This is an optimization exercise on Yosys and OpenROAD, whose aim is small area and a short achievable clock period, not a production implementation.
In this exercise RTL edits were held to simulation tests only and were not proved equivalent to the original.

== run A ==
==> flow/design.v <==
package pwm_multi_pkg;
  localparam logic [1:0] REG_COUNT = 2'd0;
  localparam logic [1:0] REG_ON    = 2'd1;
  localparam logic [1:0] REG_OFF   = 2'd2;
  localparam logic [1:0] REG_CTRL  = 2'd3;
  localparam int CTRL_LEVEL      = 0;
  localparam int CTRL_RUNNING    = 1;
  localparam int CTRL_ONE_SHOT   = 2;
  localparam int CTRL_POS_IRQ_EN = 3;
  localparam int CTRL_NEG_IRQ_EN = 4;
  localparam int CTRL_POS_FLAG   = 5;
  localparam int CTRL_NEG_FLAG   = 6;
  localparam int CTRL_INVERT     = 7;
endpackage
module pwm_channel (
  input  logic        clk_i,
  input  logic        rst_i,
  input  logic [31:0] wd_i,        
  input  logic        cnt_wr_i,    
  input  logic        on_ld_i,     
  input  logic        off_ld_i,    
  input  logic        ctrl_wr_i,   
  output logic [31:0] cnt_o,
  output logic [31:0] on_o,
  output logic [31:0] off_o,
  output logic [7:0]  ctrl_o,
  output logic        out_o,
  output logic        irq_o        
);
  logic [31:0] cnt_q, on_q, off_q, offa_q;
  logic level_q, running_q, one_shot_q, pos_en_q, neg_en_q, pos_flag_q, neg_flag_q, invert_q;
  logic        zero;
  logic [31:0] zl;         
  logic        start, stop, act, load_on, load_off, dec, os_end;
  logic        s_on, s_off, s_cnt;
  always_comb begin
    zl[0] = 1'b1;
    for (int i = 1; i < 32; i++) zl[i] = zl[i-1] & ~cnt_q[i-1];
  end
  assign zero = zl[31] & ~cnt_q[31];
  assign start    = ctrl_wr_i & wd_i[1] & ~running_q;
  assign stop     = ctrl_wr_i & ~wd_i[1] & running_q;
  assign act      = running_q & ~stop;
  assign load_on  = start | (act & zero & ~level_q);
  assign load_off = act & zero & level_q & ~one_shot_q;
  assign os_end   = act & zero & level_q & one_shot_q;
  assign dec      = act & ~zero;
  assign s_on  = ~cnt_wr_i & load_on;
  assign s_off = ~cnt_wr_i & load_off;
  assign s_cnt = ~cnt_wr_i & ~start;
  logic [31:0] cnt_d;
  assign cnt_d = ({32{cnt_wr_i}} & wd_i) | ({32{s_on}} & on_q) | ({32{s_off}} & offa_q) |
                 ({32{s_cnt}} & (cnt_q ^ ({32{dec}} & zl)));
  always_ff @(posedge clk_i) begin
    cnt_q <= cnt_d;
    if (on_ld_i)  on_q  <= wd_i;
    if (off_ld_i) off_q <= wd_i;
    if (!level_q) offa_q <= off_q;
  end
  logic level_d, running_d, one_shot_d, pos_en_d, neg_en_d, pos_flag_d, neg_flag_d, invert_d;
  logic out_q;
  always_comb begin
    level_d    = load_on | (level_q & ~(stop | load_off | os_end));
    running_d  = ctrl_wr_i ? wd_i[1] : running_q;
    one_shot_d = ctrl_wr_i ? wd_i[2] : one_shot_q;
    pos_en_d   = ctrl_wr_i ? wd_i[3] : pos_en_q;
    neg_en_d   = ctrl_wr_i ? wd_i[4] : neg_en_q;
    invert_d   = ctrl_wr_i ? wd_i[7] : invert_q;
    pos_flag_d = load_on | (pos_flag_q & ~(ctrl_wr_i & wd_i[5]));
    neg_flag_d = load_off | os_end | (neg_flag_q & ~(ctrl_wr_i & wd_i[6]));
    if (os_end) running_d = 1'b0;
    if (rst_i) begin
      level_d    = 1'b0;
      running_d  = 1'b0;
      one_shot_d = 1'b0;
      pos_en_d   = 1'b0;
      neg_en_d   = 1'b0;
      pos_flag_d = 1'b0;
      neg_flag_d = 1'b0;
      invert_d   = 1'b0;
    end
  end
  always_ff @(posedge clk_i) begin
    level_q    <= level_d;
    running_q  <= running_d;
    one_shot_q <= one_shot_d;
    pos_en_q   <= pos_en_d;
    neg_en_q   <= neg_en_d;
    pos_flag_q <= pos_flag_d;
    neg_flag_q <= neg_flag_d;
    invert_q   <= invert_d;
    out_q      <= level_d ^ invert_d;
  end
  assign cnt_o  = cnt_q;
  assign on_o   = on_q;
  assign off_o  = off_q;
  assign ctrl_o = {invert_q, neg_flag_q, pos_flag_q, neg_en_q, pos_en_q, one_shot_q, running_q, level_q};
  assign out_o  = out_q;
  assign irq_o  = (pos_flag_d & pos_en_d) | (neg_flag_d & neg_en_d);   
endmodule
module pwm_multi
#(
  parameter int NUM_CHANNELS  = 8,
  parameter int COUNTER_WIDTH = 32,
  localparam int ADDR_W       = $clog2(NUM_CHANNELS) + 2
) (
  input  logic                    csi_clk,
  input  logic                    rsi_reset,
  input  logic [ADDR_W-1:0]       avs_s0_address,
  input  logic                    avs_s0_read,
  input  logic                    avs_s0_write,
  input  logic [31:0]             avs_s0_writedata,
  output logic [31:0]             avs_s0_readdata,
  output logic                    ins_irq_n,
  output logic [NUM_CHANNELS-1:0] coe_conduit_output
);
  localparam int NCH = 8;
  logic [31:0] wd;
  logic [NCH-1:0] ch_sel;
  logic [3:0]     reg_sel;
  logic [NCH-1:0] irq_vec;
  logic [31:0]    cnt [NCH];
  logic [31:0]    on  [NCH];
  logic [31:0]    off [NCH];
  logic [7:0]     ctrl[NCH];
  logic [31:0]    readdata_q;
  assign wd = avs_s0_writedata & {32{~rsi_reset}};
  always_comb begin
    for (int i = 0; i < NCH; i++) ch_sel[i] = (avs_s0_address[4:2] == 3'(i));
    for (int r = 0; r < 4; r++)   reg_sel[r] = (avs_s0_address[1:0] == 2'(r));
  end
  generate
    for (genvar g = 0; g < NCH; g++) begin : g_ch
      logic we;
      assign we = avs_s0_write & ch_sel[g];
      pwm_channel u_ch (
        .clk_i     (csi_clk),
        .rst_i     (rsi_reset),
        .wd_i      (wd),
        .cnt_wr_i  (rsi_reset | (we & reg_sel[0])),
        .on_ld_i   (rsi_reset | (we & reg_sel[1])),
        .off_ld_i  (rsi_reset | (we & reg_sel[2])),
        .ctrl_wr_i (we & reg_sel[3]),
        .cnt_o     (cnt[g]),
        .on_o      (on[g]),
        .off_o     (off[g]),
        .ctrl_o    (ctrl[g]),
        .out_o     (coe_conduit_output[g]),
        .irq_o     (irq_vec[g])
      );
    end
  endgenerate
  logic        rd_en, hold;
  logic [31:0] rd_d;
  assign rd_en = avs_s0_read & ~rsi_reset;
  assign hold  = ~avs_s0_read & ~rsi_reset;
  always_comb begin
    rd_d = readdata_q & {32{hold}};
    for (int i = 0; i < NCH; i++) begin
      rd_d = rd_d | (cnt[i]          & {32{rd_en & ch_sel[i] & reg_sel[0]}});
      rd_d = rd_d | (on[i]           & {32{rd_en & ch_sel[i] & reg_sel[1]}});
      rd_d = rd_d | (off[i]          & {32{rd_en & ch_sel[i] & reg_sel[2]}});
      rd_d = rd_d | ({24'd0, ctrl[i]} & {32{rd_en & ch_sel[i] & reg_sel[3]}});
    end
  end
  always_ff @(posedge csi_clk) readdata_q <= rd_d;
  assign avs_s0_readdata = readdata_q;
  logic irq_n_q;
  always_ff @(posedge csi_clk) irq_n_q <= ~|irq_vec;
  assign ins_irq_n       = irq_n_q;
endmodule
clock: 5.0 ns
lec_check: 0
cap_margin: 20
core_margin: 2
core_utilization: 50
cts_cluster_diameter: 100
cts_cluster_size: 30
setup_slack_margin: 1.8
slew_margin: 20
run.sh (not shown) runs the stock make flow with config.mk's settings and CLKGATE_MAP_FILE= SYNTH_SCRIPT=/design/flow/synth_recipe.tcl, a recipe that flattens the netlist after the stock synthesis.
Run A reached the final stage; the timing, design-rule and antenna checks on its layout passed.
Input changes introduced in run B (baseline for comparison: run A):
# run A
export LEC_CHECK = 0
export CAP_MARGIN = 20
export CORE_MARGIN = 2
export CORE_UTILIZATION = 50
export CTS_CLUSTER_DIAMETER = 100
export CTS_CLUSTER_SIZE = 30
export SETUP_SLACK_MARGIN = 1.8
export SLEW_MARGIN = 20
create_clock -name core_clock -period 5.0 [get_ports {csi_clk}]
# run B
export LEC_CHECK = 0
export CAP_MARGIN = 20
export CORE_MARGIN = 2
export CORE_UTILIZATION = 65
export CTS_CLUSTER_DIAMETER = 100
export CTS_CLUSTER_SIZE = 30
export SETUP_SLACK_MARGIN = 2.6
export SLEW_MARGIN = 20
create_clock -name core_clock -period 5.0 [get_ports {csi_clk}]
Seen in the log of run B: GRT-0232 during global routing (5_1_grt), after which the run never completed.
On mean post-synth cell area, run B and run A are neck and neck.
On area share of fa/ha/maj cells after synthesis, run B tracks run A almost exactly.
Diff run B..run A | compound-cell area share of the yosys netlist | unchanged
Routability congestion estimate went up by a little under 10% going from run A to run B.
Run A → run B: setup fix buffers added after clock tree synthesis +550%, die width -12%, post-synth net total ~0 delta, number of placed instances, taps included -342.
Compared with run A, run B shows a starting utilization of the core area that is 15 points higher.
Summary of run B over run A: count of buffers inserted at the top-level ports saw little to no change, number of CTS-inserted buffers saw a decrease.
#### Input delta (run C over run B)
# run B
export LEC_CHECK = 0
export CAP_MARGIN = 20
export CORE_MARGIN = 2
export CORE_UTILIZATION = 65
export CTS_CLUSTER_DIAMETER = 100
export CTS_CLUSTER_SIZE = 30
export SETUP_SLACK_MARGIN = 2.6
export SLEW_MARGIN = 20
create_clock -name core_clock -period 5.0 [get_ports {csi_clk}]
# run C
export LEC_CHECK = 0
export CAP_MARGIN = 20
export CORE_MARGIN = 2
export CORE_UTILIZATION = 40
export SETUP_SLACK_MARGIN = 2.6
export SLEW_MARGIN = 20
create_clock -name core_clock -period 5.0 [get_ports {csi_clk}]
Notes after the runs:
Of run B and run C, only run B fails to finish with a clean layout.
Run B never completed, since it errored out during global routing (5_1_grt).
Of run B and run C, run B shows the lower maximum level of the CTS H-tree, with run C above it.
In the metrics for run B and run C, the one carrying the lower sum of net half-perimeters after detailed placement is run B.
Going from run B to run C, placed instance count grows by about 13%.
As of run C, vertical extent of the die had risen by more than a quarter compared to run B.
Compared with run B, in run C count of cells resized by post-cts repair picked up an extra 55, number of clock buffers inserted by TritonCTS shows an increase of 75, post-synthesis adder-cell area fraction comparable, deepest clock path buffer count level, total number of placement rows increased by about 30% relative to the old numbers.

## port drivers added, routing unchanged
Ports are ideal in the flow. The routed layouts listed here were re-timed in OpenROAD. Step 1 (the two cells are an assumption about what drives the block):
set clk [get_ports {csi_clk}]
set_driving_cell -lib_cell sky130_fd_sc_hd__clkbuf_16 $clk
set_driving_cell -lib_cell sky130_fd_sc_hd__buf_2 [delete_from_list [all_inputs] $clk]
Step 2, shift: input delay + t, output delay - t, t = (earliest + latest rising clock arrival at the registers) / 2. This alone moves slack from input paths to output paths. Three values: no drivers, after step 1, after step 2; two values: the first two.
run	t (ns)	slack for setup (ns)	worst setup path after step 2	worst slew at a driven data input, ns	pins driven straight from the clock port
run A	0.768	1.632 / 1.683 / 0.914	input to register	0.07	1
run C	0.851	1.564 / 1.564 / 1.076	input to register	0.18	1
After both steps setup and hold are still met in every run listed. The setup slack of run A, which loses most, moves by +0.051 ns with the drivers and by -0.718 ns with both steps.
